This is an optimization exercise on Yosys and OpenROAD, whose aim is small area, a short achievable clock period and few clock cycles, not a production implementation. In this exercise RTL edits were held to simulation tests only and were not proved equivalent to the original.

==> flow/design.v (outline; a module is shown in full before it is edited, if it fits) <==
// module nnt_sos: 1213 lines
// module nnt_add: 36 lines
// module nnt_lt: 35 lines
// module nnt_isqrt: 66 lines
// module nearest_neighbour_tour: 565 lines
module nearest_neighbour_tour #(
  parameter int MAX_CITIES = 64,
  parameter int P = 4,
  parameter int NSQ = 3
) (
  input  wire logic              clk,
  input  wire logic              rst_n,
  input  wire logic              in_valid,
  output logic                   in_stall,
  input  wire logic [49:0]       in_data,
  output logic                   out_valid,
  input  wire logic              out_stall,
  output logic [39:0]            out_data
);
  // ...
==> flow/flow/run.sh <==
#!/bin/bash
# The standard layout, with timing repair asked for extra setup slack so
# that the achieved period (clock period less setup slack) shrinks. The SDC,
# clock period and synthesis are the standard flow's own.
set -euo pipefail
bash standard.sh SETUP_SLACK_MARGIN=7.5 finish > standard_flow.log 2>&1
==> flow/standard.sh <==
#!/bin/bash
# synth_recipe.tcl (not shown) runs the flow's synth.tcl, then flattens the netlist and writes it again
# the make line also repeats each setting of config.mk as NAME=value (left out here)
make -C /OpenROAD-flow-scripts/flow DESIGN_CONFIG=/design/flow/config.mk WORK_HOME=/design/flow/orfs CLKGATE_MAP_FILE= SYNTH_SCRIPT=/design/flow/synth_recipe.tcl "${@:-finish}"
==> flow/config.mk <==
export PLATFORM = sky130hd
export DESIGN_NAME = nearest_neighbour_tour
export DESIGN_NICKNAME = nearest_neighbour_tour
export VERILOG_FILES = /design/flow/design.v
export SDC_FILE = /design/flow/constraint.sdc
export NUM_CORES = 4
export LEC_CHECK = 0
export CAP_MARGIN = 30
export CORE_MARGIN = 2
export CORE_UTILIZATION = 45
export PLACE_DENSITY = 0.62
export SLEW_MARGIN = 30
==> flow/constraint.sdc <==
create_clock -name core_clock -period 12.0 [get_ports {clk}]
set_input_delay 2.4000 -clock core_clock [delete_from_list [all_inputs] [get_ports {clk}]]
set_output_delay 2.4000 -clock core_clock [all_outputs]
set_load 0.01 [all_outputs]
==> flow_summary_export.csv, run 1 <==
group,metric,value,unit
status,status,"no timing/DRC/antenna violations",
finish,n_clock_buffer,871,
setup_path,crit_required,12970,ps
sta,maxSlewViolCount,0,
grt,gr-total-overflow,0,
sta,setup_violations,0,
drt,vias,199386,
setup_path,cp-end-kind,"flop",
cts,clk_pin_slew,60,ps
synth,synth_area_leaders,"edfxtp_1, fa_1, dfxtp_1",
finish,seq_cell_count,6095,
drt,via_per_inst,5.76,
drt,ant_nets,0,
cts,cts_tree,"done",
finish,drive_above_1_share,15.8,%
synth,synth-seq-cells,6095,
finish,postLayoutCoreUtil,51.6,%
cts,htreeDepth,6,
floorplan,io-pin-count,96,
synth,synth-compound-area-share,5.66,%
finish,final_cell_mix,"edfxtp_1, inv_1, nand2_1",
finish,largest_class,"registers",
setup_path,path_depth,13,
setup_path,crit_top_cell,"a221o_1",
synth,synth_edf_count,4064,
setup_path,crit_family,"compound AO/OA/AOI/OAI gates",
sta,hold_violations,0,
floorplan,dieHeight,847,µm
placement,dp_cells,32881,
finish,area_growth,14.3,%
placement,pre_cts_slack,5380,ps
finish,final_area,365000,µm²
setup_path,rr_endpoint,"b_e[1]",
drt,top_layer_used,"met5",
worst_hold_path,min_from,"d_e[2][37]",
Testbench counts, summed over its fixed seeds: cycles 15,164.
==> module nearest_neighbour_tour, before the edit <==
module nearest_neighbour_tour #(
  parameter int MAX_CITIES = 64,
  parameter int P = 4,
  parameter int NSQ = 3
) (
  input  wire logic              clk,
  input  wire logic              rst_n,
  input  wire logic              in_valid,
  output logic                   in_stall,
  input  wire logic [49:0]       in_data,
  output logic                   out_valid,
  input  wire logic              out_stall,
  output logic [39:0]            out_data
);
  localparam int LP   = $clog2(P);
  localparam int ROWS = MAX_CITIES / P;
  localparam int RW   = (ROWS > 1) ? $clog2(ROWS) : 1;
  localparam int KW   = 56;   
  logic        in_stall_r;
  logic        ib_v;
  logic [49:0] ib_d;
  logic        run_pend;
  wire  logic  accept = in_valid && !in_stall_r;
  wire  logic [1:0] ib_cmd = ib_d[49:48];
  logic        busy_r;           
  logic        tail_r;           
  logic [6:0]  count_r;
  logic        dropped_r;
  logic [5:0]  pos0_r;           
  logic [1:0]  status_r;
  logic [6:0]  a_r;              
  logic [5:0]  m_r;              
  logic [53:0] cur_r;            
  logic [5:0]  fin_id;           
  logic [30:0] total_r;
  logic        close_done_r;
  logic [6:0]  a_last;
  logic [6:0]  close_slot;
  assign a_last     = a_r - 7'd1;
  assign close_slot = count_r - 7'd1;
  logic        wr_en;
  logic [5:0]  wr_slot;
  logic [53:0] wr_data;
  logic [53:0] rd_q [P];
  localparam int NC = P + 1;
  logic [NC-1:0] c_win;
  logic [53:0]   b_e;              
  logic [5:0]    b_slot;
  logic        rd_v, rd_first, rd_last, rd_fin, rd_close, rd_init, rd_stream, rd_skip, rd_spec;
  logic [RW-1:0] rd_row;
  logic [LP-1:0] rd_slane;
  logic          stream_ok;      
  logic          st_v;           
  logic [5:0]    st_slot;
  genvar gl;
  generate
    for (gl = 0; gl < P; gl++) begin : g_bank
      logic [53:0] bank [ROWS];
      always_ff @(posedge clk) begin
        if (wr_en && wr_slot[LP-1:0] == LP'(gl)) begin
          bank[wr_slot[5:LP]] <= wr_data;
        end
        rd_q[gl] <= bank[rd_row];
      end
    end
  endgenerate
  logic          p1_v, p1_first, p1_last, p1_close, p1_init, p1_stream, p1_skip, p1_spec;
  logic          p1_fin, p2_fin, p3_fin, p4_fin;
  logic [RW-1:0] p1_row;
  logic [LP-1:0] p1_slane;
  logic          p2_v, p2_first, p2_last, p2_close;
  logic [RW-1:0] p2_row;
  logic          p3_v, p3_first, p3_last, p3_close;
  logic [RW-1:0] p3_row;
  logic          p4_v, p4_first, p4_last, p4_close;
  logic [RW-1:0] p4_row;
  logic          spec_kill;       
  always_ff @(posedge clk) begin
    if (!rst_n) begin
      p1_v <= 1'b0; p1_init <= 1'b0;
    end else begin
      p1_v <= rd_v; p1_init <= rd_init;
    end
    p1_first <= rd_first || spec_kill; p1_last <= rd_last; p1_close <= rd_close; p1_row <= rd_row;
    p1_fin <= rd_fin && !spec_kill;
    p1_stream <= rd_stream; p1_skip <= rd_skip; p1_slane <= rd_slane; p1_spec <= rd_spec;
    use_b <= rd_spec || (p4_v && p4_fin && !p4_close);
  end
  always_ff @(posedge clk) begin
    if (!rst_n) begin
      p2_v <= 1'b0;
      p3_v <= 1'b0;
      p4_v <= 1'b0;
    end else begin
      p2_v <= p1_v && !spec_kill;
      p3_v <= p2_v;
      p4_v <= p3_v;
    end
    p2_first <= p1_first; p2_last <= p1_last; p2_close <= p1_close; p2_row <= p1_row;
    p3_first <= p2_first; p3_last <= p2_last; p3_close <= p2_close; p3_row <= p2_row;
    p4_first <= p3_first; p4_last <= p3_last; p4_close <= p3_close; p4_row <= p3_row;
    p2_fin <= p1_fin; p3_fin <= p2_fin; p4_fin <= p3_fin;
  end
  logic [23:0] d_sx [P], d_sy [P];
  logic        d_nx [P], d_ny [P];
  logic        d_v [P];
  logic [53:0] d_e [P];           
  logic [48:0] t_r0 [P], t_r1 [P];
  logic        t_v [P];
  logic [53:0] t_e [P];
  logic [53:0] cur_d;
  logic [6:0]  a_d;
  logic [5:0]  m_d, m_spec;
  logic        leg_fin_q, close_fin_q;
  logic [5:0]  m_fin;
  assign m_spec = (b_slot == a_last[5:0]) ? m_r : b_slot;
  assign m_fin  = (b_slot == a_r[5:0]) ? m_r : b_slot;
  logic        use_b;              
  assign cur_d  = use_b ? b_e : cur_r;
  assign a_d    = p1_spec ? a_last : a_r;
  assign m_d    = p1_spec ? m_spec : (leg_fin_q ? m_fin : m_r);
  generate
    for (gl = 0; gl < P; gl++) begin : g_lane
      logic [24:0] dx, dy;
      logic [5:0]  slot;
      logic        lv;
      logic [48:0] r0, r1;
      assign slot = {p1_row, LP'(gl)};
      nnt_add #(.W(25), .KS(1'b1)) u_dx (.a({rd_q[gl][53], rd_q[gl][53:30]}),
                              .b(~{cur_d[53], cur_d[53:30]}), .cin(1'b1), .s(dx), .cout());
      nnt_add #(.W(25), .KS(1'b1)) u_dy (.a({rd_q[gl][29], rd_q[gl][29:6]}),
                              .b(~{cur_d[29], cur_d[29:6]}), .cin(1'b1), .s(dy), .cout());
      always_comb begin
        if (p1_close) begin
          lv = (slot == close_slot[5:0]);
        end else if (p1_stream) begin
          lv = (p1_slane == LP'(gl));
        end else if (p1_skip) begin
          lv = 1'b0;
        end else begin
          lv = ({1'b0, slot} < a_d) && (slot != m_d);
        end
      end
      always_ff @(posedge clk) begin
        d_sx[gl] <= dx[23:0] ^ {24{dx[24]}};
        d_nx[gl] <= dx[24];
        d_sy[gl] <= dy[23:0] ^ {24{dy[24]}};
        d_ny[gl] <= dy[24];
        d_v[gl]  <= lv;
        d_e[gl]  <= rd_q[gl];
      end
      nnt_sos u_sos (
        .sx(d_sx[gl]), .nx(d_nx[gl]), .sy(d_sy[gl]), .ny(d_ny[gl]),
        .r0(r0), .r1(r1)
      );
      always_ff @(posedge clk) begin
        t_r0[gl] <= r0;
        t_r1[gl] <= r1;
        t_v[gl]  <= d_v[gl];
        t_e[gl]  <= d_e[gl];
      end
    end
  endgenerate
  logic [48:0] u_dist [P];
  logic        u_v [P];
  logic [53:0] u_e [P];
  generate
    for (gl = 0; gl < P; gl++) begin : g_cpa
      logic [48:0] cdist;
      nnt_add #(.W(49)) u_cpa (.a(t_r0[gl]), .b(t_r1[gl]), .cin(1'b0), .s(cdist), .cout());
      always_ff @(posedge clk) begin
        u_dist[gl] <= cdist;
        u_v[gl]    <= t_v[gl];
        u_e[gl]    <= t_e[gl];
      end
    end
  endgenerate
  logic [KW-1:0] b_key;
  logic [KW-1:0] c_key [NC];
  logic [53:0]   c_e [NC];
  logic [5:0]    c_slot [NC];
  logic [NC-1:0] c_le [NC];
  logic [KW-1:0] w_key;
  logic [53:0]   w_e;
  logic [5:0]    w_slot;
  always_comb begin
    for (int i = 0; i < P; i++) begin
      c_key[i]  = {!u_v[i], u_dist[i], u_e[i][5:0]};
      c_e[i]    = u_e[i];
      c_slot[i] = {p4_row, LP'(i)};
    end
    c_key[P]  = p4_first ? {KW{1'b1}} : b_key;
    c_e[P]    = b_e;
    c_slot[P] = b_slot;
  end
  generate
    for (gl = 0; gl < NC * NC; gl++) begin : g_cle
      if ((gl % NC) > (gl / NC)) begin : g_pair
        logic lt_ji;
        nnt_lt #(.W(KW)) u_lt (.a(c_key[gl % NC]), .b(c_key[gl / NC]), .lt(lt_ji));
        assign c_le[gl / NC][gl % NC] = !lt_ji;
      end else begin : g_none
        assign c_le[gl / NC][gl % NC] = 1'b0;
      end
    end
  endgenerate
  always_comb begin
    for (int i = 0; i < NC; i++) begin
      c_win[i] = 1'b1;
      for (int j = 0; j < NC; j++) begin
        if (j < i) c_win[i] = c_win[i] & !c_le[j][i];
        if (j > i) c_win[i] = c_win[i] & c_le[i][j];
      end
    end
    w_key  = '0;
    w_e    = '0;
    w_slot = '0;
    for (int i = 0; i < NC; i++) begin
      w_key  = w_key  | ({KW{c_win[i]}} & c_key[i]);
      w_e    = w_e    | ({54{c_win[i]}} & c_e[i]);
      w_slot = w_slot | ({6{c_win[i]}} & c_slot[i]);
    end
  end
  always_ff @(posedge clk) begin
    if (p4_v) begin
      b_key  <= w_key;
      b_e    <= w_e;
      b_slot <= w_slot;
    end
  end
  wire logic leg_fin   = p4_v && p4_fin && !p4_close;
  wire logic close_fin = p4_v && p4_fin && p4_close;
  assign spec_kill = p1_v && p1_spec && !c_win[P];
  always_ff @(posedge clk) begin
    if (!rst_n) begin
      leg_fin_q   <= 1'b0;
      close_fin_q <= 1'b0;
    end else begin
      leg_fin_q   <= leg_fin;
      close_fin_q <= close_fin;
    end
  end
  localparam int QD = 2;
  logic [QD-1:0] sq_qv;             
  logic [48:0]   sq_qd [QD];
  logic          sq_pv;
  logic [48:0]   sq_pd;
  assign sq_pv = sq_qv[0];
  assign sq_pd = sq_qd[0];
  logic          sq_in;
  logic [48:0]   sq_in_d;
  logic [NSQ-1:0] sq_busy, sq_done, sq_start;
  logic [24:0]   sq_root [NSQ];
  logic [24:0]   sq_sum;
  logic [3:0]    sq_cap;       
  generate
    for (gl = 0; gl < NSQ; gl++) begin : g_sq
      nnt_isqrt u_isqrt (
        .clk(clk), .rst_n(rst_n), .start(sq_start[gl]), .radicand(sq_pd),
        .busy(sq_busy[gl]), .done(sq_done[gl]), .root(sq_root[gl])
      );
    end
  endgenerate
  always_comb begin
    sq_start = '0;
    for (int i = NSQ - 1; i >= 0; i--) begin
      if (sq_pv && !sq_busy[i]) begin
        sq_start = NSQ'(1) << i;
      end
    end
    sq_sum = '0;
    for (int i = 0; i < NSQ; i++) begin
      sq_sum = sq_sum | ({25{sq_done[i]}} & sq_root[i]);
    end
    sq_cap = '0;
    for (int i = 0; i < QD; i++) sq_cap = sq_cap + {3'b000, !sq_qv[i]};
    for (int i = 0; i < NSQ; i++) begin
      sq_cap = sq_cap + {3'b000, !sq_busy[i]};
    end
  end
  logic [30:0] total_nxt;
  logic        sum_v_r;
  logic [24:0] sum_r;
  nnt_add #(.W(31)) u_tot (.a(total_r), .b({6'd0, sum_r}), .cin(1'b0), .s(total_nxt), .cout());
  logic        ov_r, sv_r;
  logic [39:0] od_r, sd_r;
  logic        push;
  logic [39:0] push_d;
  wire  logic  pop = ov_r && !out_stall;
  always_ff @(posedge clk) begin
    if (!rst_n) begin
      ov_r <= 1'b0;
      sv_r <= 1'b0;
    end else begin
      if (pop) begin
        if (sv_r) begin
          od_r <= sd_r;
          sv_r <= push;
          sd_r <= push_d;
        end else begin
          ov_r <= push;
          od_r <= push_d;
        end
      end else if (push) begin
        if (ov_r) begin
          sv_r <= 1'b1;
          sd_r <= push_d;
        end else begin
          ov_r <= 1'b1;
          od_r <= push_d;
        end
      end
    end
  end
  assign out_valid = ov_r;
  assign out_data  = od_r;
  assign in_stall  = in_stall_r;
  typedef enum logic [1:0] { E_IDLE, E_ISSUE, E_WAIT } estate_t;
  estate_t       e_st;
  logic [RW-1:0] e_row, e_lastrow;
  logic [6:0]    e_a;           
  logic          e_close;
  logic          e_skip;        
  logic          e_spec;        
  logic [1:0]    e_wait;
  logic          e_prev;        
  logic          e_go;
  logic [6:0]    e_a_next;
  assign e_a_next = e_a - 7'd1;
  assign e_go = ((sq_cap - {3'b000, sq_in}) >= (e_prev ? 4'd2 : 4'd1)) &&
                (e_prev ? !(ov_r || sv_r || push) : !(sv_r || (ov_r && push)));
  logic run_req, run_ok, start_run, run_empty, cmd_now;
  logic final_push;
  assign run_req   = !busy_r && (run_pend || (ib_v && ib_cmd == nnt_pkg::CMD_RUN));
  assign run_ok    = !tail_r && !ov_r && !sv_r;
  assign start_run = run_req && run_ok && (count_r != '0);
  assign run_empty = run_req && run_ok && (count_r == '0);
  assign cmd_now   = !busy_r && !run_pend && ib_v && ib_cmd != nnt_pkg::CMD_RUN;
  logic run_stream;
  assign run_stream = stream_ok && (count_r != 7'd1);
  assign sq_in   = leg_fin_q || close_fin_q;
  assign sq_in_d = b_key[54:6];
  assign final_push = close_done_r && sq_qv == '0 && sq_busy == '0 && sq_done == '0 && !sum_v_r && !sv_r;
  always_comb begin
    push   = 1'b0;
    push_d = {fin_id, total_r, 1'b1, status_r};
    if (run_empty) begin
      push   = 1'b1;
      push_d = {6'd0, 31'd0, 1'b1, nnt_pkg::ST_EMPTY};
    end else if (start_run && run_stream) begin
      push   = 1'b1;
      push_d = {6'd0, 31'd0, 1'b0, dropped_r ? nnt_pkg::ST_DROPPED : nnt_pkg::ST_OK};
    end else if (p1_init) begin
      push   = 1'b1;
      push_d = {6'd0, 31'd0, (count_r == 7'd1), status_r};
    end else if (leg_fin_q && a_r != 7'd1) begin
      push   = 1'b1;
      push_d = {b_key[5:0], 31'd0, 1'b0, status_r};
    end else if (final_push) begin
      push   = 1'b1;
    end
  end
  logic busy_nxt, run_pend_nxt;
  always_comb begin
    busy_nxt = busy_r;
    if (start_run) busy_nxt = 1'b1;
    if (p1_v && p1_close) busy_nxt = 1'b0;
    if (p1_init && count_r == 7'd1) busy_nxt = 1'b0;
    run_pend_nxt = run_req && !run_ok;
  end
  logic [5:0] m_d_sw;                 
  assign m_d_sw = leg_fin_q ? m_fin : m_r;
  logic [53:0] rd_q_pos0, rd_q_last;
  always_comb begin
    rd_q_pos0 = '0;
    rd_q_last = '0;
    for (int i = 0; i < P; i++) begin
      if (pos0_r[LP-1:0] == LP'(i)) rd_q_pos0 = rd_q[i];
      if (a_last[LP-1:0] == LP'(i)) rd_q_last = rd_q[i];
    end
  end
  always_ff @(posedge clk) begin
    rd_v     <= 1'b0;
    rd_first <= 1'b0;
    rd_last  <= 1'b0;
    rd_fin   <= 1'b0;
    rd_close <= 1'b0;
    rd_init  <= 1'b0;
    rd_stream <= 1'b0;
    rd_skip  <= 1'b0;
    rd_spec  <= 1'b0;
    wr_en    <= 1'b0;
    st_v     <= 1'b0;
    for (int i = 0; i < QD; i++) begin
      logic nv, pv;
      logic [48:0] nd;
      nv = (sq_start != '0) ? ((i + 1 < QD) ? sq_qv[i+1] : 1'b0) : sq_qv[i];
      nd = (sq_start != '0) ? sq_qd[(i + 1 < QD) ? i + 1 : i] : sq_qd[i];
      pv = (i == 0) ? 1'b1 : ((sq_start != '0) ? sq_qv[i] : sq_qv[i-1]);
      if (!nv && pv && sq_in) begin
        sq_qv[i] <= 1'b1;
        sq_qd[i] <= sq_in_d;
      end else begin
        sq_qv[i] <= nv;
        sq_qd[i] <= nd;
      end
    end
    sum_v_r <= (sq_done != '0);
    sum_r   <= sq_sum;
    if (sum_v_r) total_r <= total_nxt;
    ib_d <= in_data;
    ib_v <= accept;
    if (!rst_n) begin
      in_stall_r   <= 1'b1;
      ib_v         <= 1'b0;
      run_pend     <= 1'b0;
      busy_r       <= 1'b0;
      tail_r       <= 1'b0;
      count_r      <= '0;
      dropped_r    <= 1'b0;
      pos0_r       <= '0;
      e_st         <= E_IDLE;
      stream_ok    <= 1'b1;
      sq_qv        <= '0;
      close_done_r <= 1'b0;
      sum_v_r      <= 1'b0;
    end else begin
      busy_r     <= busy_nxt;
      run_pend   <= run_pend_nxt;
      in_stall_r <= busy_nxt || run_pend_nxt ||
                    (accept && in_data[49:48] == nnt_pkg::CMD_RUN);
      if (cmd_now) begin
        case (ib_cmd)
          nnt_pkg::CMD_LOAD: begin
            if (count_r[6]) begin
              dropped_r <= 1'b1;
            end else begin
              wr_en   <= 1'b1;
              wr_slot <= count_r[5:0];
              wr_data <= {ib_d[47:0], count_r[5:0]};
              count_r <= count_r + 7'd1;
              if (stream_ok) begin
                if (count_r == '0) begin
                  cur_r <= {ib_d[47:0], 6'd0};
                end else begin
                  st_v    <= 1'b1;
                  st_slot <= count_r[5:0];
                end
              end
            end
          end
          nnt_pkg::CMD_CLEAR: begin
            count_r   <= '0;
            dropped_r <= 1'b0;
            pos0_r    <= '0;
            stream_ok <= 1'b1;
          end
          default: begin
          end
        endcase
      end
      if (st_v) begin
        rd_v      <= 1'b1;
        rd_row    <= st_slot[5:LP];
        rd_first  <= (st_slot == 6'd1);
        rd_stream <= 1'b1;
        rd_slane  <= st_slot[LP-1:0];
      end
      if (start_run) begin
        stream_ok <= 1'b0;
        tail_r    <= 1'b1;
        status_r  <= dropped_r ? nnt_pkg::ST_DROPPED : nnt_pkg::ST_OK;
        a_r       <= count_r;
        m_r       <= pos0_r;
        total_r   <= '0;
        if (!run_stream) rd_row <= pos0_r[5:LP];
        rd_init   <= !run_stream;
        e_a       <= count_r;
        e_prev    <= 1'b0;
        e_close   <= 1'b0;
        e_skip    <= run_stream;
        e_spec    <= 1'b0;
        e_row     <= run_stream ? RW'((count_r - 7'd1) >> LP) : '0;
        e_lastrow <= RW'((count_r - 7'd1) >> LP);
        e_st      <= (count_r == 7'd1) ? E_IDLE : E_ISSUE;
      end
      if (spec_kill) begin
        rd_v     <= 1'b1;
        rd_row   <= '0;
        rd_fin   <= rd_fin;
      end else case (e_st)
        E_ISSUE: begin
          e_spec <= 1'b0;
          if ((e_row != '0 && !e_skip) || e_go) begin
            rd_v     <= 1'b1;
            rd_row   <= e_close ? RW'(close_slot[5:LP]) : e_row;
            rd_first <= (e_row == '0) && !e_skip;
            rd_last  <= e_close || (e_row == e_lastrow);
            rd_fin   <= e_close || (e_row == e_lastrow);
            rd_close <= e_close;
            rd_skip  <= e_skip;
            rd_spec  <= e_spec;
            e_skip   <= 1'b0;
            if (e_close || e_row == e_lastrow) begin
              e_row  <= '0;
              if ((e_row != '0 || e_skip) && !e_close && e_a_next > 7'(P)) begin
                e_wait <= 2'd2;
                e_spec <= 1'b1;
              end else begin
                e_wait <= 2'd3;
              end
              e_prev <= 1'b1;
              if (e_close) begin
                e_st   <= E_IDLE;
                pos0_r <= close_slot[5:0];
              end else begin
                e_st      <= E_WAIT;
                e_a       <= e_a_next;
                e_lastrow <= RW'((e_a_next - 7'd1) >> LP);
                if (e_a_next == 7'd1) e_close <= 1'b1;
              end
            end else begin
              e_row <= e_row + 1'b1;
            end
          end
        end
        E_WAIT: begin
          e_wait <= e_wait - 2'd1;
          if (e_wait == 2'd1) e_st <= E_ISSUE;
        end
        default: begin
        end
      endcase
      if (p1_init) begin
        cur_r <= {rd_q_pos0[53:6], 6'd0};
        if (count_r == 7'd1) tail_r <= 1'b0;
      end
      if (p1_v && p1_last && !p1_close) begin
        wr_en   <= (m_d_sw != a_last[5:0]);
        wr_slot <= m_d_sw;
        wr_data <= rd_q_last;
      end
      if (p2_v && p2_last && !p2_close) begin
        wr_en   <= 1'b1;
        wr_slot <= a_last[5:0];
        wr_data <= cur_r;
      end
      if (leg_fin) begin
        a_r   <= a_last;
      end
      if (leg_fin_q) begin
        cur_r  <= b_e;
        fin_id <= b_key[5:0];
        m_r    <= m_fin;
      end
      if (close_fin_q) begin
        close_done_r <= 1'b1;
      end
      if (final_push) begin
        close_done_r <= 1'b0;
        tail_r       <= 1'b0;
      end
    end
  end
endmodule
==> run 2, diff against run 1 <==
--- a/flow/design.v
+++ b/flow/design.v
@@ -23,17 +23,18 @@
 `default_nettype wire
 `default_nettype none
 module nnt_sos (
   input  wire logic [23:0] sx,
   input  wire logic        nx,
   input  wire logic [23:0] sy,
   input  wire logic        ny,
   output logic [48:0]      r0,
-  output logic [48:0]      r1
+  output logic [48:0]      r1,
+  output logic [48:0]      r2
 );
   wire w1 = (sx[0] & sx[15]) ^ (sx[1] & sx[14]);
   wire w2 = (sx[0] & sx[15]) & (sx[1] & sx[14]);
   wire w3 = (sx[0] & sx[17]) ^ (sx[1] & sx[16]) ^ (sx[2] & sx[15]);
   wire w4 = ((sx[0] & sx[17]) & (sx[1] & sx[16])) | ((sx[0] & sx[17]) & (sx[2] & sx[15])) | ((sx[1] & sx[16]) & (sx[2] & sx[15]));
   wire w5 = (sx[3] & sx[14]) ^ (sx[4] & sx[13]);
   wire w6 = (sx[3] & sx[14]) & (sx[4] & sx[13]);
   wire w7 = (sx[0] & sx[18]) ^ (sx[1] & sx[17]) ^ (sx[2] & sx[16]);
@@ -1131,114 +1132,19 @@
   wire w1099 = w1000 ^ w1002 ^ w1003;
   wire w1100 = (w1000 & w1002) | (w1000 & w1003) | (w1002 & w1003);
   wire w1101 = w1004 ^ w1006 ^ w1007;
   wire w1102 = (w1004 & w1006) | (w1004 & w1007) | (w1006 & w1007);
   wire w1103 = w1008 ^ w1010 ^ w1011;
   wire w1104 = (w1008 & w1010) | (w1008 & w1011) | (w1010 & w1011);
   wire w1105 = w1012 ^ w1013 ^ (sy[22] & sy[23]);
   wire w1106 = (w1012 & w1013) | (w1012 & (sy[22] & sy[23])) | (w1013 & (sy[22] & sy[23]));
-  wire w1107 = w1015 ^ sy[0];
-  wire w1108 = w1015 & sy[0];
-  wire w1109 = w1016 ^ (nx & sx[0]) ^ (ny & sy[0]);
-  wire w1110 = (w1016 & (nx & sx[0])) | (w1016 & (ny & sy[0])) | ((nx & sx[0]) & (ny & sy[0]));
-  wire w1111 = w1017 ^ sy[1] ^ (ny & sy[1]);
-  wire w1112 = (w1017 & sy[1]) | (w1017 & (ny & sy[1])) | (sy[1] & (ny & sy[1]));
-  wire w1113 = w1018 ^ w1019 ^ (ny & sy[2]);
-  wire w1114 = (w1018 & w1019) | (w1018 & (ny & sy[2])) | (w1019 & (ny & sy[2]));
-  wire w1115 = w1020 ^ w1021 ^ (ny & sy[3]);
-  wire w1116 = (w1020 & w1021) | (w1020 & (ny & sy[3])) | (w1021 & (ny & sy[3]));
-  wire w1117 = w1022 ^ w1023 ^ w853;
-  wire w1118 = (w1022 & w1023) | (w1022 & w853) | (w1023 & w853);
-  wire w1119 = w1024 ^ w1025 ^ w857;
-  wire w1120 = (w1024 & w1025) | (w1024 & w857) | (w1025 & w857);
-  wire w1121 = w1026 ^ w1027 ^ w861;
-  wire w1122 = (w1026 & w1027) | (w1026 & w861) | (w1027 & w861);
-  wire w1123 = w1028 ^ w1029 ^ w865;
-  wire w1124 = (w1028 & w1029) | (w1028 & w865) | (w1029 & w865);
-  wire w1125 = w1030 ^ w1031 ^ w869;
-  wire w1126 = (w1030 & w1031) | (w1030 & w869) | (w1031 & w869);
-  wire w1127 = w1032 ^ w1033 ^ w873;
-  wire w1128 = (w1032 & w1033) | (w1032 & w873) | (w1033 & w873);
-  wire w1129 = w1034 ^ w1035 ^ w877;
-  wire w1130 = (w1034 & w1035) | (w1034 & w877) | (w1035 & w877);
-  wire w1131 = w1036 ^ w1037 ^ w881;
-  wire w1132 = (w1036 & w1037) | (w1036 & w881) | (w1037 & w881);
-  wire w1133 = w1038 ^ w1039 ^ w885;
-  wire w1134 = (w1038 & w1039) | (w1038 & w885) | (w1039 & w885);
-  wire w1135 = w1040 ^ w1041 ^ w889;
-  wire w1136 = (w1040 & w1041) | (w1040 & w889) | (w1041 & w889);
-  wire w1137 = w1042 ^ w1043 ^ w893;
-  wire w1138 = (w1042 & w1043) | (w1042 & w893) | (w1043 & w893);
-  wire w1139 = w1044 ^ w1045 ^ w897;
-  wire w1140 = (w1044 & w1045) | (w1044 & w897) | (w1045 & w897);
-  wire w1141 = w1046 ^ w1047 ^ w901;
-  wire w1142 = (w1046 & w1047) | (w1046 & w901) | (w1047 & w901);
-  wire w1143 = w1048 ^ w1049 ^ w905;
-  wire w1144 = (w1048 & w1049) | (w1048 & w905) | (w1049 & w905);
-  wire w1145 = w1050 ^ w1051 ^ w909;
-  wire w1146 = (w1050 & w1051) | (w1050 & w909) | (w1051 & w909);
-  wire w1147 = w1052 ^ w1053 ^ w913;
-  wire w1148 = (w1052 & w1053) | (w1052 & w913) | (w1053 & w913);
-  wire w1149 = w1054 ^ w1055 ^ w917;
-  wire w1150 = (w1054 & w1055) | (w1054 & w917) | (w1055 & w917);
-  wire w1151 = w1056 ^ w1057 ^ w921;
-  wire w1152 = (w1056 & w1057) | (w1056 & w921) | (w1057 & w921);
-  wire w1153 = w1058 ^ w1059 ^ w925;
-  wire w1154 = (w1058 & w1059) | (w1058 & w925) | (w1059 & w925);
-  wire w1155 = w1060 ^ w1061 ^ w929;
-  wire w1156 = (w1060 & w1061) | (w1060 & w929) | (w1061 & w929);
-  wire w1157 = w1062 ^ w1063 ^ w933;
-  wire w1158 = (w1062 & w1063) | (w1062 & w933) | (w1063 & w933);
-  wire w1159 = w1064 ^ w1065 ^ w937;
-  wire w1160 = (w1064 & w1065) | (w1064 & w937) | (w1065 & w937);
-  wire w1161 = w1066 ^ w1067 ^ w941;
-  wire w1162 = (w1066 & w1067) | (w1066 & w941) | (w1067 & w941);
-  wire w1163 = w1068 ^ w1069 ^ w945;
-  wire w1164 = (w1068 & w1069) | (w1068 & w945) | (w1069 & w945);
-  wire w1165 = w1070 ^ w1071 ^ w949;
-  wire w1166 = (w1070 & w1071) | (w1070 & w949) | (w1071 & w949);
-  wire w1167 = w1072 ^ w1073 ^ w953;
-  wire w1168 = (w1072 & w1073) | (w1072 & w953) | (w1073 & w953);
-  wire w1169 = w1074 ^ w1075 ^ w957;
-  wire w1170 = (w1074 & w1075) | (w1074 & w957) | (w1075 & w957);
-  wire w1171 = w1076 ^ w1077 ^ w961;
-  wire w1172 = (w1076 & w1077) | (w1076 & w961) | (w1077 & w961);
-  wire w1173 = w1078 ^ w1079 ^ w965;
-  wire w1174 = (w1078 & w1079) | (w1078 & w965) | (w1079 & w965);
-  wire w1175 = w1080 ^ w1081 ^ w969;
-  wire w1176 = (w1080 & w1081) | (w1080 & w969) | (w1081 & w969);
-  wire w1177 = w1082 ^ w1083 ^ w973;
-  wire w1178 = (w1082 & w1083) | (w1082 & w973) | (w1083 & w973);
-  wire w1179 = w1084 ^ w1085 ^ w977;
-  wire w1180 = (w1084 & w1085) | (w1084 & w977) | (w1085 & w977);
-  wire w1181 = w1086 ^ w1087 ^ w981;
-  wire w1182 = (w1086 & w1087) | (w1086 & w981) | (w1087 & w981);
-  wire w1183 = w1088 ^ w1089 ^ w985;
-  wire w1184 = (w1088 & w1089) | (w1088 & w985) | (w1089 & w985);
-  wire w1185 = w1090 ^ w1091 ^ w989;
-  wire w1186 = (w1090 & w1091) | (w1090 & w989) | (w1091 & w989);
-  wire w1187 = w1092 ^ w1093 ^ w993;
-  wire w1188 = (w1092 & w1093) | (w1092 & w993) | (w1093 & w993);
-  wire w1189 = w1094 ^ w1095 ^ w997;
-  wire w1190 = (w1094 & w1095) | (w1094 & w997) | (w1095 & w997);
-  wire w1191 = w1096 ^ w1097 ^ w1001;
-  wire w1192 = (w1096 & w1097) | (w1096 & w1001) | (w1097 & w1001);
-  wire w1193 = w1098 ^ w1099 ^ w1005;
-  wire w1194 = (w1098 & w1099) | (w1098 & w1005) | (w1099 & w1005);
-  wire w1195 = w1100 ^ w1101 ^ w1009;
-  wire w1196 = (w1100 & w1101) | (w1100 & w1009) | (w1101 & w1009);
-  wire w1197 = w1102 ^ w1103 ^ (sy[21] & sy[23]);
-  wire w1198 = (w1102 & w1103) | (w1102 & (sy[21] & sy[23])) | (w1103 & (sy[21] & sy[23]));
-  wire w1199 = w1104 ^ w1105 ^ sy[23];
-  wire w1200 = (w1104 & w1105) | (w1104 & sy[23]) | (w1105 & sy[23]);
-  wire w1201 = w1106 ^ w1014;
-  wire w1202 = w1106 & w1014;
-  assign r0 = {w1202, w1200, w1198, w1196, w1194, w1192, w1190, w1188, w1186, w1184, w1182, w1180, w1178, w1176, w1174, w1172, w1170, w1168, w1166, w1164, w1162, w1160, w1158, w1156, w1154, w1152, w1150, w1148, w1146, w1144, w1142, w1140, w1138, w1136, w1134, w1132, w1130, w1128, w1126, w1124, w1122, w1120, w1118, w1116, w1114, w1112, w1110, w1108, w1107};
-  assign r1 = {1'b0, w1201, w1199, w1197, w1195, w1193, w1191, w1189, w1187, w1185, w1183, w1181, w1179, w1177, w1175, w1173, w1171, w1169, w1167, w1165, w1163, w1161, w1159, w1157, w1155, w1153, w1151, w1149, w1147, w1145, w1143, w1141, w1139, w1137, w1135, w1133, w1131, w1129, w1127, w1125, w1123, w1121, w1119, w1117, w1115, w1113, w1111, w1109, ny};
+  assign r0 = {1'b0, w1106, w1104, w1102, w1100, w1098, w1096, w1094, w1092, w1090, w1088, w1086, w1084, w1082, w1080, w1078, w1076, w1074, w1072, w1070, w1068, w1066, w1064, w1062, w1060, w1058, w1056, w1054, w1052, w1050, w1048, w1046, w1044, w1042, w1040, w1038, w1036, w1034, w1032, w1030, w1028, w1026, w1024, w1022, w1020, w1018, w1017, w1016, w1015};
+  assign r1 = {1'b0, w1014, w1105, w1103, w1101, w1099, w1097, w1095, w1093, w1091, w1089, w1087, w1085, w1083, w1081, w1079, w1077, w1075, w1073, w1071, w1069, w1067, w1065, w1063, w1061, w1059, w1057, w1055, w1053, w1051, w1049, w1047, w1045, w1043, w1041, w1039, w1037, w1035, w1033, w1031, w1029, w1027, w1025, w1023, w1021, w1019, sy[1], (nx & sx[0]), sy[0]};
+  assign r2 = {1'b0, 1'b0, sy[23], (sy[21] & sy[23]), w1009, w1005, w1001, w997, w993, w989, w985, w981, w977, w973, w969, w965, w961, w957, w953, w949, w945, w941, w937, w933, w929, w925, w921, w917, w913, w909, w905, w901, w897, w893, w889, w885, w881, w877, w873, w869, w865, w861, w857, w853, (ny & sy[3]), (ny & sy[2]), (ny & sy[1]), (ny & sy[0]), ny};
 endmodule
 `default_nettype wire
 `timescale 1ns / 1ps
 `default_nettype none
 module nnt_add #(
   parameter int W = 8,
   parameter bit KS = 1'b0
 ) (
@@ -1421,17 +1327,17 @@
   logic        wr_en;
   logic [5:0]  wr_slot;
   logic [53:0] wr_data;
   logic [53:0] rd_q [P];
   localparam int NC = P + 1;
   logic [NC-1:0] c_win;
   logic [53:0]   b_e;              
   logic [5:0]    b_slot;
-  logic        rd_v, rd_first, rd_last, rd_fin, rd_close, rd_init, rd_stream, rd_skip, rd_spec;
+  logic        rd_v, rd_first, rd_last, rd_close, rd_init, rd_stream, rd_skip, rd_spec;
   logic [RW-1:0] rd_row;
   logic [LP-1:0] rd_slane;
   logic          stream_ok;      
   logic          st_v;           
   logic [5:0]    st_slot;
   genvar gl;
   generate
     for (gl = 0; gl < P; gl++) begin : g_bank
@@ -1440,80 +1346,72 @@
         if (wr_en && wr_slot[LP-1:0] == LP'(gl)) begin
           bank[wr_slot[5:LP]] <= wr_data;
         end
         rd_q[gl] <= bank[rd_row];
       end
     end
   endgenerate
   logic          p1_v, p1_first, p1_last, p1_close, p1_init, p1_stream, p1_skip, p1_spec;
-  logic          p1_fin, p2_fin, p3_fin, p4_fin;
   logic [RW-1:0] p1_row;
   logic [LP-1:0] p1_slane;
   logic          p2_v, p2_first, p2_last, p2_close;
   logic [RW-1:0] p2_row;
   logic          p3_v, p3_first, p3_last, p3_close;
   logic [RW-1:0] p3_row;
   logic          p4_v, p4_first, p4_last, p4_close;
   logic [RW-1:0] p4_row;
   logic          spec_kill;       
   always_ff @(posedge clk) begin
     if (!rst_n) begin
       p1_v <= 1'b0; p1_init <= 1'b0;
     end else begin
-      p1_v <= rd_v; p1_init <= rd_init;
+      p1_v <= rd_v && !spec_kill; p1_init <= rd_init;
     end
-    p1_first <= rd_first || spec_kill; p1_last <= rd_last; p1_close <= rd_close; p1_row <= rd_row;
-    p1_fin <= rd_fin && !spec_kill;
+    p1_first <= rd_first; p1_last <= rd_last; p1_close <= rd_close; p1_row <= rd_row;
     p1_stream <= rd_stream; p1_skip <= rd_skip; p1_slane <= rd_slane; p1_spec <= rd_spec;
-    use_b <= rd_spec || (p4_v && p4_fin && !p4_close);
   end
   always_ff @(posedge clk) begin
     if (!rst_n) begin
       p2_v <= 1'b0;
       p3_v <= 1'b0;
       p4_v <= 1'b0;
     end else begin
       p2_v <= p1_v && !spec_kill;
       p3_v <= p2_v;
       p4_v <= p3_v;
     end
     p2_first <= p1_first; p2_last <= p1_last; p2_close <= p1_close; p2_row <= p1_row;
     p3_first <= p2_first; p3_last <= p2_last; p3_close <= p2_close; p3_row <= p2_row;
     p4_first <= p3_first; p4_last <= p3_last; p4_close <= p3_close; p4_row <= p3_row;
-    p2_fin <= p1_fin; p3_fin <= p2_fin; p4_fin <= p3_fin;
   end
   logic [23:0] d_sx [P], d_sy [P];
   logic        d_nx [P], d_ny [P];
   logic        d_v [P];
   logic [53:0] d_e [P];           
-  logic [48:0] t_r0 [P], t_r1 [P];
+  logic [48:0] t_r0 [P], t_r1 [P], t_r2 [P];
   logic        t_v [P];
   logic [53:0] t_e [P];
   logic [53:0] cur_d;
   logic [6:0]  a_d;
   logic [5:0]  m_d, m_spec;
-  logic        leg_fin_q, close_fin_q;
-  logic [5:0]  m_fin;
   assign m_spec = (b_slot == a_last[5:0]) ? m_r : b_slot;
-  assign m_fin  = (b_slot == a_r[5:0]) ? m_r : b_slot;
-  logic        use_b;              
-  assign cur_d  = use_b ? b_e : cur_r;
+  assign cur_d  = p1_spec ? b_e : cur_r;
   assign a_d    = p1_spec ? a_last : a_r;
-  assign m_d    = p1_spec ? m_spec : (leg_fin_q ? m_fin : m_r);
+  assign m_d    = p1_spec ? m_spec : m_r;
   generate
     for (gl = 0; gl < P; gl++) begin : g_lane
       logic [24:0] dx, dy;
       logic [5:0]  slot;
       logic        lv;
-      logic [48:0] r0, r1;
+      logic [48:0] r0, r1, r2;
       assign slot = {p1_row, LP'(gl)};
-      nnt_add #(.W(25), .KS(1'b1)) u_dx (.a({rd_q[gl][53], rd_q[gl][53:30]}),
+      nnt_add #(.W(25)) u_dx (.a({rd_q[gl][53], rd_q[gl][53:30]}),
                               .b(~{cur_d[53], cur_d[53:30]}), .cin(1'b1), .s(dx), .cout());
-      nnt_add #(.W(25), .KS(1'b1)) u_dy (.a({rd_q[gl][29], rd_q[gl][29:6]}),
+      nnt_add #(.W(25)) u_dy (.a({rd_q[gl][29], rd_q[gl][29:6]}),
                               .b(~{cur_d[29], cur_d[29:6]}), .cin(1'b1), .s(dy), .cout());
       always_comb begin
         if (p1_close) begin
           lv = (slot == close_slot[5:0]);
         end else if (p1_stream) begin
           lv = (p1_slane == LP'(gl));
         end else if (p1_skip) begin
           lv = 1'b0;
@@ -1526,33 +1424,37 @@
         d_nx[gl] <= dx[24];
         d_sy[gl] <= dy[23:0] ^ {24{dy[24]}};
         d_ny[gl] <= dy[24];
         d_v[gl]  <= lv;
         d_e[gl]  <= rd_q[gl];
       end
       nnt_sos u_sos (
         .sx(d_sx[gl]), .nx(d_nx[gl]), .sy(d_sy[gl]), .ny(d_ny[gl]),
-        .r0(r0), .r1(r1)
+        .r0(r0), .r1(r1), .r2(r2)
       );
       always_ff @(posedge clk) begin
         t_r0[gl] <= r0;
         t_r1[gl] <= r1;
+        t_r2[gl] <= r2;
         t_v[gl]  <= d_v[gl];
         t_e[gl]  <= d_e[gl];
       end
     end
   endgenerate
   logic [48:0] u_dist [P];
   logic        u_v [P];
   logic [53:0] u_e [P];
   generate
     for (gl = 0; gl < P; gl++) begin : g_cpa
       logic [48:0] cdist;
-      nnt_add #(.W(49)) u_cpa (.a(t_r0[gl]), .b(t_r1[gl]), .cin(1'b0), .s(cdist), .cout());
+      logic [48:0] cs_s, cs_c;
+      assign cs_s = t_r0[gl] ^ t_r1[gl] ^ t_r2[gl];
+      assign cs_c = (t_r0[gl] & t_r1[gl]) | (t_r0[gl] & t_r2[gl]) | (t_r1[gl] & t_r2[gl]);
+      nnt_add #(.W(49), .KS(1'b1)) u_cpa (.a(cs_s), .b({cs_c[47:0], 1'b0}), .cin(1'b0), .s(cdist), .cout());
       always_ff @(posedge clk) begin
         u_dist[gl] <= cdist;
         u_v[gl]    <= t_v[gl];
         u_e[gl]    <= t_e[gl];
       end
     end
   endgenerate
   logic [KW-1:0] b_key;
@@ -1603,28 +1505,21 @@
   end
   always_ff @(posedge clk) begin
     if (p4_v) begin
       b_key  <= w_key;
       b_e    <= w_e;
       b_slot <= w_slot;
     end
   end
-  wire logic leg_fin   = p4_v && p4_fin && !p4_close;
-  wire logic close_fin = p4_v && p4_fin && p4_close;
+  wire logic leg_fin   = p4_v && p4_last && !p4_close;
+  wire logic close_fin = p4_v && p4_last && p4_close;
   assign spec_kill = p1_v && p1_spec && !c_win[P];
-  always_ff @(posedge clk) begin
-    if (!rst_n) begin
-      leg_fin_q   <= 1'b0;
-      close_fin_q <= 1'b0;
-    end else begin
-      leg_fin_q   <= leg_fin;
-      close_fin_q <= close_fin;
-    end
-  end
+  logic [5:0] m_new;
+  assign m_new = (w_slot == a_last[5:0]) ? m_r : w_slot;
   localparam int QD = 2;
   logic [QD-1:0] sq_qv;             
   logic [48:0]   sq_qd [QD];
   logic          sq_pv;
   logic [48:0]   sq_pd;
   assign sq_pv = sq_qv[0];
   assign sq_pd = sq_qd[0];
   logic          sq_in;
@@ -1702,73 +1597,69 @@
   logic          e_close;
   logic          e_skip;        
   logic          e_spec;        
   logic [1:0]    e_wait;
   logic          e_prev;        
   logic          e_go;
   logic [6:0]    e_a_next;
   assign e_a_next = e_a - 7'd1;
-  assign e_go = ((sq_cap - {3'b000, sq_in}) >= (e_prev ? 4'd2 : 4'd1)) &&
-                (e_prev ? !(ov_r || sv_r || push) : !(sv_r || (ov_r && push)));
+  assign e_go = (sq_cap >= (e_prev ? 4'd2 : 4'd1)) && !sv_r && !(ov_r && e_prev);
   logic run_req, run_ok, start_run, run_empty, cmd_now;
   logic final_push;
   assign run_req   = !busy_r && (run_pend || (ib_v && ib_cmd == nnt_pkg::CMD_RUN));
   assign run_ok    = !tail_r && !ov_r && !sv_r;
   assign start_run = run_req && run_ok && (count_r != '0);
   assign run_empty = run_req && run_ok && (count_r == '0);
   assign cmd_now   = !busy_r && !run_pend && ib_v && ib_cmd != nnt_pkg::CMD_RUN;
   logic run_stream;
   assign run_stream = stream_ok && (count_r != 7'd1);
-  assign sq_in   = leg_fin_q || close_fin_q;
-  assign sq_in_d = b_key[54:6];
+  assign sq_in   = leg_fin || close_fin;
+  assign sq_in_d = w_key[54:6];
   assign final_push = close_done_r && sq_qv == '0 && sq_busy == '0 && sq_done == '0 && !sum_v_r && !sv_r;
   always_comb begin
     push   = 1'b0;
     push_d = {fin_id, total_r, 1'b1, status_r};
     if (run_empty) begin
       push   = 1'b1;
       push_d = {6'd0, 31'd0, 1'b1, nnt_pkg::ST_EMPTY};
     end else if (start_run && run_stream) begin
       push   = 1'b1;
       push_d = {6'd0, 31'd0, 1'b0, dropped_r ? nnt_pkg::ST_DROPPED : nnt_pkg::ST_OK};
     end else if (p1_init) begin
       push   = 1'b1;
       push_d = {6'd0, 31'd0, (count_r == 7'd1), status_r};
-    end else if (leg_fin_q && a_r != 7'd1) begin
+    end else if (leg_fin && a_r != 7'd2) begin
       push   = 1'b1;
-      push_d = {b_key[5:0], 31'd0, 1'b0, status_r};
+      push_d = {w_e[5:0], 31'd0, 1'b0, status_r};
     end else if (final_push) begin
       push   = 1'b1;
     end
   end
   logic busy_nxt, run_pend_nxt;
   always_comb begin
     busy_nxt = busy_r;
     if (start_run) busy_nxt = 1'b1;
     if (p1_v && p1_close) busy_nxt = 1'b0;
     if (p1_init && count_r == 7'd1) busy_nxt = 1'b0;
     run_pend_nxt = run_req && !run_ok;
   end
-  logic [5:0] m_d_sw;                 
-  assign m_d_sw = leg_fin_q ? m_fin : m_r;
   logic [53:0] rd_q_pos0, rd_q_last;
   always_comb begin
     rd_q_pos0 = '0;
     rd_q_last = '0;
     for (int i = 0; i < P; i++) begin
       if (pos0_r[LP-1:0] == LP'(i)) rd_q_pos0 = rd_q[i];
       if (a_last[LP-1:0] == LP'(i)) rd_q_last = rd_q[i];
     end
   end
   always_ff @(posedge clk) begin
     rd_v     <= 1'b0;
     rd_first <= 1'b0;
     rd_last  <= 1'b0;
-    rd_fin   <= 1'b0;
     rd_close <= 1'b0;
     rd_init  <= 1'b0;
     rd_stream <= 1'b0;
     rd_skip  <= 1'b0;
     rd_spec  <= 1'b0;
     wr_en    <= 1'b0;
     st_v     <= 1'b0;
     for (int i = 0; i < QD; i++) begin
@@ -1862,33 +1753,33 @@
         e_spec    <= 1'b0;
         e_row     <= run_stream ? RW'((count_r - 7'd1) >> LP) : '0;
         e_lastrow <= RW'((count_r - 7'd1) >> LP);
         e_st      <= (count_r == 7'd1) ? E_IDLE : E_ISSUE;
       end
       if (spec_kill) begin
         rd_v     <= 1'b1;
         rd_row   <= '0;
-        rd_fin   <= rd_fin;
+        rd_first <= 1'b1;
+        e_row    <= RW'(1);
       end else case (e_st)
         E_ISSUE: begin
           e_spec <= 1'b0;
           if ((e_row != '0 && !e_skip) || e_go) begin
             rd_v     <= 1'b1;
             rd_row   <= e_close ? RW'(close_slot[5:LP]) : e_row;
             rd_first <= (e_row == '0) && !e_skip;
             rd_last  <= e_close || (e_row == e_lastrow);
-            rd_fin   <= e_close || (e_row == e_lastrow);
             rd_close <= e_close;
             rd_skip  <= e_skip;
             rd_spec  <= e_spec;
             e_skip   <= 1'b0;
             if (e_close || e_row == e_lastrow) begin
               e_row  <= '0;
-              if ((e_row != '0 || e_skip) && !e_close && e_a_next > 7'(P)) begin
+              if ((e_row != '0 || e_skip) && !e_close && e_a_next > 7'(2 * P)) begin
                 e_wait <= 2'd2;
                 e_spec <= 1'b1;
               end else begin
                 e_wait <= 2'd3;
               end
               e_prev <= 1'b1;
               if (e_close) begin
                 e_st   <= E_IDLE;
@@ -1911,34 +1802,32 @@
         default: begin
         end
       endcase
       if (p1_init) begin
         cur_r <= {rd_q_pos0[53:6], 6'd0};
         if (count_r == 7'd1) tail_r <= 1'b0;
       end
       if (p1_v && p1_last && !p1_close) begin
-        wr_en   <= (m_d_sw != a_last[5:0]);
-        wr_slot <= m_d_sw;
+        wr_en   <= (m_r != a_last[5:0]);
+        wr_slot <= m_r;
         wr_data <= rd_q_last;
       end
       if (p2_v && p2_last && !p2_close) begin
         wr_en   <= 1'b1;
         wr_slot <= a_last[5:0];
         wr_data <= cur_r;
       end
       if (leg_fin) begin
+        cur_r <= w_e;
+        fin_id <= w_e[5:0];
+        m_r   <= m_new;
         a_r   <= a_last;
       end
-      if (leg_fin_q) begin
-        cur_r  <= b_e;
-        fin_id <= b_key[5:0];
-        m_r    <= m_fin;
-      end
-      if (close_fin_q) begin
+      if (close_fin) begin
         close_done_r <= 1'b1;
       end
       if (final_push) begin
         close_done_r <= 1'b0;
         tail_r       <= 1'b0;
       end
     end
   end
==> flow/flow/run.sh (replaced) <==
#!/bin/bash
# The standard layout, with timing repair asked for extra setup slack so
# that the achieved period (clock period less setup slack) shrinks. The SDC,
# clock period and synthesis are the standard flow's own.
set -euo pipefail
bash standard.sh SETUP_SLACK_MARGIN=8 finish > standard_flow.log 2>&1
==> flow/config.mk (replaced) <==
export PLATFORM = sky130hd
export DESIGN_NAME = nearest_neighbour_tour
export DESIGN_NICKNAME = nearest_neighbour_tour
export VERILOG_FILES = /design/flow/design.v
export SDC_FILE = /design/flow/constraint.sdc
export NUM_CORES = 4
export LEC_CHECK = 0
export CAP_MARGIN = 30
export CORE_MARGIN = 2
export CORE_UTILIZATION = 40
export PLACE_DENSITY = 0.6
export SLEW_MARGIN = 30
==> flow_summary_export.csv, run 2 <==
group,metric,value,unit
grt,grt_max_degree,118,
setup_path,crit_chain,"buf_12 > buf_16 > nor2_4 > ha_4 > nand4_1 > nor4_4 > o21ai_4 > a31oi_4 > o211ai_1 > o31ai_2 > buf_4 > nand3_4 > nor2_4 > a211oi_2 > or4_4 > a2111oi_4 > a31oi_4",
grt,grt_pass1_vias,204958,
cts,cts_tree,"done",
cts,htreeDepth,6,
cts,clockBufferDepth,4,
finish,final_cell_mix,"edfxtp_1, inv_1, fa_1",
drt,drc,0,
setup_path,crit_required,12830,ps
cts,clk_latency,1190,ps
finish,final_common_cell,"edfxtp_1",
setup_path,cp_max_fo,8,
synth,syn_nets,27383,
placement,dp.final_hpwl,681000,µm
synth,synth.most_common_cell,"edfxtp_1",
drt,finalWirelength,1070000,µm
setup_path,r2r_cells,17,
status,status,"no timing/DRC/antenna violations",
sta,fin_crit_sh,39.8,%
synth,yosysTopAreaCell,"edfxtp_1",
floorplan,io-pin-count,96,
job,cap_violations,0,
sta,setup_violations,0,
sta,hold_violations,0,
drt,dr.pass1.iters,10,
synth,async_reset_ff_share,0,%
synth,ys_seq_area_share,51.5,%
drt,via_per_inst,5.58,
sta,fin_skew,134,ps
grt,antenna_found_initial,123,
finish,nets,28441,
synth,synth-seq-cells,6269,
setup_path,cpPeakStageDelay,540,ps
grt,grt_pass1_wl,1490000,µm
worst_hold_path,hp-class,"reg -> reg",
drt,vias,202393,
setup_path,timing.rr.start,"p4_first",
setup_path,worst-r2r-setup-slack,7220,ps
drt,ant_nets,0,
floorplan,fp.dieW,902,µm
cts,clk_pin_slew,60,ps
synth,synth_top_area_share,37.8,%
sta,fmax,0.209,GHz
sta,hold_slack,266,ps
cts,cts_buffers,659,
setup_path,cp_slowest_cell,"or4_4",
synth,synthCells,23622,
sta,rsz0062_at_grt,"true",
placement,port_buffers,95,
setup_path,critPathKind,"reg -> reg",
synth,synth_area_leaders,"edfxtp_1, fa_1, dfxtp_1",
cts,holdBufCountCts,0,
floorplan,initial_core_util,40.2,%
synth,synth_area,323000,µm²
finish,area_growth,18.1,%
grt,grt_usage,25.2,%
setup_path,crit_arrival,5610,ps
synth,synth_edf_count,4064,
placement,place_congestion,0.910,
drt,post_drt_wl_per_cell,29.6,µm
synth,yosysUniqueCellTypes,94,
setup_path,rr_endpoint,"m_r[3]",
worst_hold_path,min_from,"d_e[1][19]",
synth,ys.flop_type,"edfxtp_1",
worst_hold_path,whs_path_depth,0,
drt,dr.first_iter.drc_count,21925,
sta,final.min_clock_period,4780,ps
synth,syn_area_per_cell,13.7,µm²
cts,cts_sinks,6269,
floorplan,core-area,803000,µm²
setup_path,cp-end-kind,"flop",
sta,tns,0,ps
sta,maxSlewViolCount,0,
sta,tightest_slew,1290,ps
floorplan,die_area,814000,µm²
sta,relSlewSlack,13.5,%
finish,drive_above_1_share,20.2,%
setup_path,crit_path_start_kind,"flop",
finish,largest_reg_flops,3456,
floorplan,num_rows,329,
grt,gr-total-overflow,0,
setup_path,crit_family,"simple AND/OR/NAND/NOR gates",
synth,yosys_warnings,58,
floorplan,dieHeight,902,µm
synth,yosys-top-cells-count,"edfxtp_1, inv_1, fa_1, dfxtp_1, and2_1",
setup_path,crit_buf_inv,3,
worst_hold_path,min_to,"t_e[1][19]",
cts,cts_root_buffer,"clkbuf_16",
-- run 2: worst register-to-register path, stage by stage, from the launching register on --
cell	delay [ps]
dfxtp_4	370
buf_12	170
buf_16	180
nor2_4	60
ha_4	260
nand4_1	240
nor4_4	540
o21ai_4	170
a31oi_4	240
o211ai_1	140
o31ai_2	300
buf_4	190
nand3_4	120
nor2_4	290
a211oi_2	140
or4_4	540
a2111oi_4	380
a31oi_4	190
-- run 2: stage by stage --
stage | cells | setup WS [ps] | area, µm² | util, %
after floorplan | 23622 | 7730 | 323000 | -
after global placement | 33918 | 4980 | 338000 | 42.1
after detailed placement | 33927 | 4870 | 338000 | 42.1
after CTS | 35630 | 7370 | 372000 | 46.4
after global routing | 36207 | 7230 | 381000 | 47.4
final | 36258 | 7220 | 381000 | 47.4
-- run 2: routing by layer --
layer	vias up	track usage [%]	wire length, µm
li1	85398	-	-
met1	105611	33.1	418000
met2	9288	40.6	493000
met3	2076	4.36	94300
met4	20	12.3	66800
met5	-	0	129
-- run 2: final cells by class --
type	count	area, µm²
fill	69055	422000
sequential	6269	167000
multi-input combinational	13972	151000
clock buffer	907	18500
timing repair buffer	1440	17500
tap	10757	13500
inverter	2338	8840
clock inverter	321	4020
antenna	254	636
-- run 2: how the worst max path moves through the flow --
stage	startpoint	end	slack, ps	depth (start not counted)
after global placement	p4_first	od_r[34]	4980	16
after floorplan	rst_n	sd_r[0]	7730	4
after detailed placement	p4_first	od_r[34]	4870	16
after global routing	p4_first	m_r[4]	7230	17
after CTS	p4_first	m_r[4]	7370	17
final	p4_first	m_r[3]	7220	17
-- run 2: timing repair --
action	4_1_cts	5_1_grt
gates resized for setup	1629	899
pin swaps	496	419
setup buffers	405	306
endpoints found under the hold margin	0	0
endpoints found under the setup margin	1118	932
gates cloned	70	67
-- run 2: kinds of logic after synthesis --
logic type                 Yosys count  synth area share (%)
AOI/OAI and AO/OA                 2689                  5.47
muxes                             1456                  8.95
buffers and inverters             3389                  3.96
and+or+nand+nor                   5299                  8.28
DFF                               6269                  51.5
xor gates and xnor gates           813                  2.21
adders and majority gates         3707                  19.6
Testbench counts of run 2, summed over its fixed seeds: cycles 15,324.
==> run 3, diff against run 2 <==
--- a/flow/design.v
+++ b/flow/design.v
@@ -1514,7 +1514,12 @@
   wire logic close_fin = p4_v && p4_last && p4_close;
   assign spec_kill = p1_v && p1_spec && !c_win[P];
   logic [5:0] m_new;
-  assign m_new = (w_slot == a_last[5:0]) ? m_r : w_slot;
+  always_comb begin
+    m_new = '0;
+    for (int i = 0; i < NC; i++) begin
+      m_new = m_new | ({6{c_win[i]}} & ((c_slot[i] == a_last[5:0]) ? m_r : c_slot[i]));
+    end
+  end
   localparam int QD = 2;
   logic [QD-1:0] sq_qv;             
   logic [48:0]   sq_qd [QD];
==> flow_summary_export.csv, run 3 <==
group,metric,value,unit
floorplan,die_area,816000,µm²
sta,tightest_slew,1290,ps
synth,ys_seq_area_share,51.4,%
grt,grt_usage,26.0,%
synth,yosysUniqueCellTypes,110,
sta,setup_violations,0,
synth,synth-seq-cells,6269,
floorplan,num_rows,330,
cts,cts_sinks,6269,
finish,drive_above_1_share,20.9,%
finish,final_cell_mix,"edfxtp_1, inv_1, fa_1",
floorplan,dieHeight,903,µm
sta,hold_violations,0,
floorplan,io-pin-count,96,
sta,rsz0062_at_grt,"true",
finish,nets,28540,
grt,antenna_found_initial,167,
synth,yosysTopAreaCell,"edfxtp_1",
synth,yosys-top-cells-count,"edfxtp_1, inv_1, fa_1, dfxtp_1, and2_1",
sta,final.min_clock_period,4550,ps
finish,area_growth,18.7,%
placement,dp.final_hpwl,684000,µm
setup_path,cp_max_fo,8,
placement,place_congestion,0.915,
cts,clockBufferDepth,4,
cts,cts_buffers,651,
drt,dr.pass1.iters,9,
finish,multi_input_area,153000,µm²
status,status,"no timing/DRC/antenna violations",
sta,fin_skew,126,ps
drt,post_drt_wl_per_cell,30.6,µm
synth,synth_edf_count,4064,
sta,relSlewSlack,13.8,%
cts,clk_pin_slew,60,ps
cts,cts_tree,"done",
synth,syn_area_per_cell,13.7,µm²
synth,synthCells,23685,
synth,syn_nets,27446,
setup_path,crit_path_start_kind,"flop",
job,cap_violations,0,
synth,yosys_warnings,58,
floorplan,initial_core_util,40.1,%
floorplan,core-area,807000,µm²
grt,grt_max_degree,118,
grt,grt_pass1_vias,206246,
placement,port_buffers,95,
synth,synth_top_area_share,37.7,%
finish,final_common_cell,"edfxtp_1",
cts,cts_root_buffer,"clkbuf_16",
setup_path,crit_required,12830,ps
setup_path,cp-end-kind,"flop",
synth,async_reset_ff_share,0,%
sta,fmax,0.220,GHz
drt,dr.first_iter.drc_count,23088,
sta,tns,0,ps
grt,grt_pass1_wl,1530000,µm
cts,clk_latency,1180,ps
setup_path,critPathKind,"reg -> reg",
cts,htreeDepth,6,
synth,synth_area_leaders,"edfxtp_1, fa_1, dfxtp_1",
finish,fillers,69501,
finish,area.sequential,167000,µm²
sta,fin_crit_sh,37.9,%
drt,finalWirelength,1110000,µm
synth,ys.flop_type,"edfxtp_1",
worst_hold_path,hp-class,"reg -> reg",
drt,via_per_inst,5.66,
synth,synth_area,323000,µm²
finish,largest_reg_flops,3456,
drt,vias,205269,
synth,synth.most_common_cell,"edfxtp_1",
grt,gr-total-overflow,0,
drt,ant_nets,0,
cts,holdBufCountCts,0,
drt,drc,0,
floorplan,fp.dieW,903,µm
setup_path,crit_arrival,5390,ps
sta,maxSlewViolCount,0,
## run 3: changes by cell type in the layout (fill, tap and decap cells not counted), sizes merged, moves of 52 or more
cell	previous run	this run
a211oi	129	205
a21o	276	423
a222oi	125	73
a22oi	71	166
diode	254	139
nand2	1701	1554
nor2	763	661
nor2b	169	253
nor3	174	112
## run 3: cell families (layout without fill, tap and decap cells)
| logic type | Yosys count | after routing | share of synthesized area (%) |
|---|---|---|---|
| compound gates | 2991 | 3002 | 6.19 |
| xor+xnor | 810 | 810 | 2.20 |
| fa+ha+maj | 3707 | 3707 | 19.6 |
| buf+inv | 3432 | 5076 | 4.04 |
| flops | 6269 | 6269 | 51.4 |
| mux | 1387 | 1387 | 8.57 |
| other cells | 0 | 139 | 0 |
| simple gates | 5089 | 5094 | 8.09 |
## run 3: path summary, 6_finish.rpt
kind                   start         end  slack (ps)  cells after the start
setup / recovery    p4_first   cur_r[26]        7450                     22
hold / removal    d_e[1][40]  t_e[1][40]         270                      0
hold reg to reg   d_e[1][40]  t_e[1][40]         270                      0
setup reg to reg    p4_first   cur_r[26]        7450                     22
## run 3: layer usage
layer,share of wire (%),vias to the layer above,wire length [µm],GRT usage (%)
met5,0.037,-,416,0
met4,6.4,58,70700,12.8
met3,10,2392,111000,5.46
met2,45,10170,502000,41.2
met1,38,106891,426000,34.3
li1,-,85758,-,-
## run 3: area by class of cell
type | instances | area share [%]
multi-input cells | 14000 | 39.9
inverters | 2358 | 2.32
diodes | 139 | 0.0906
well taps | 10790 | 3.52
clock inverters | 329 | 1.03
repair buffers | 1499 | 4.91
clock buffers | 890 | 4.76
flip-flops and latches | 6269 | 43.4
## run 3: stage by stage
step	setup WS, ps	instances	hold slack, ps	instance area [µm²]	utilization (%)
floorplan	7880	23685	310	324000	-
global placement	5070	33983	310	339000	42.0
detailed placement	4950	33997	312	339000	42.0
CTS	7380	35766	284	375000	46.5
global route	7400	36222	270	384000	47.6
finish	7450	36274	272	384000	47.6
## run 3: critical path: stages, from the launching register on
cell and delay, ps:
dfxtp_4 350, buf_12 150, buf_16 160, nor2_4 190, ha_4 220, nor4bb_4 140, o21a_1 180, o21a_1 210
o211ai_1 430, a311oi_4 230, nor4_4 210, o211ai_1 120, buf_4 180, nand2_4 70, nor4_4 60, buf_12 150
buf_12 130, buf_16 150, buf_6 120, buf_6 100, buf_8 130, a222oi_1 380, a31oi_1 170
## run 3: what timing repair did
item | 4_1_cts | 5_1_grt
pin swaps | 382 | 597
gates cloned | 92 | 67
endpoints found under the setup margin | 1016 | 907
resized for setup | 1713 | 1052
setup buffers | 458 | 298
Testbench counts of run 3, summed over its fixed seeds: cycles 15,324.

static timing again, ports no longer ideal:
No port has a modelled driver above. Below, the same layouts with a new extraction and two added sets of constraints.
Step 1, drivers: a clkbuf_16 drives clk and a buf_2 each remaining input, both assumed.
Step 2 also shifts input and output timing later by t, the mid clock arrival at the registers, as if the neighbouring blocks saw the same clock.
a / b / c = no drivers / after step 1 / after step 2; a / b = the first two.
| run | shift t [ns] | slack for setup (ns) | clock arrival spread, ns | slew at the worst register clock pin (ns) | worst data-port slew with drivers (ns) |
|---|---|---|---|---|---|
| run 1 | 1.258 | 7.329 / 7.329 / 6.467 | 0.155 / 0.154 | 0.07 / 0.07 | 0.22 |
| run 2 | 1.277 | 7.218 / 7.218 / 6.892 | 0.143 / 0.143 | 0.07 / 0.07 | 0.13 |
| run 3 | 1.264 | 7.446 / 7.316 / 6.953 | 0.129 / 0.128 | 0.08 / 0.08 | 0.12 |
After both steps setup and hold are still met in every run listed. For run 1, which loses most, drivers alone change the setup slack by 0.000 ns; drivers and shift together by -0.862 ns.
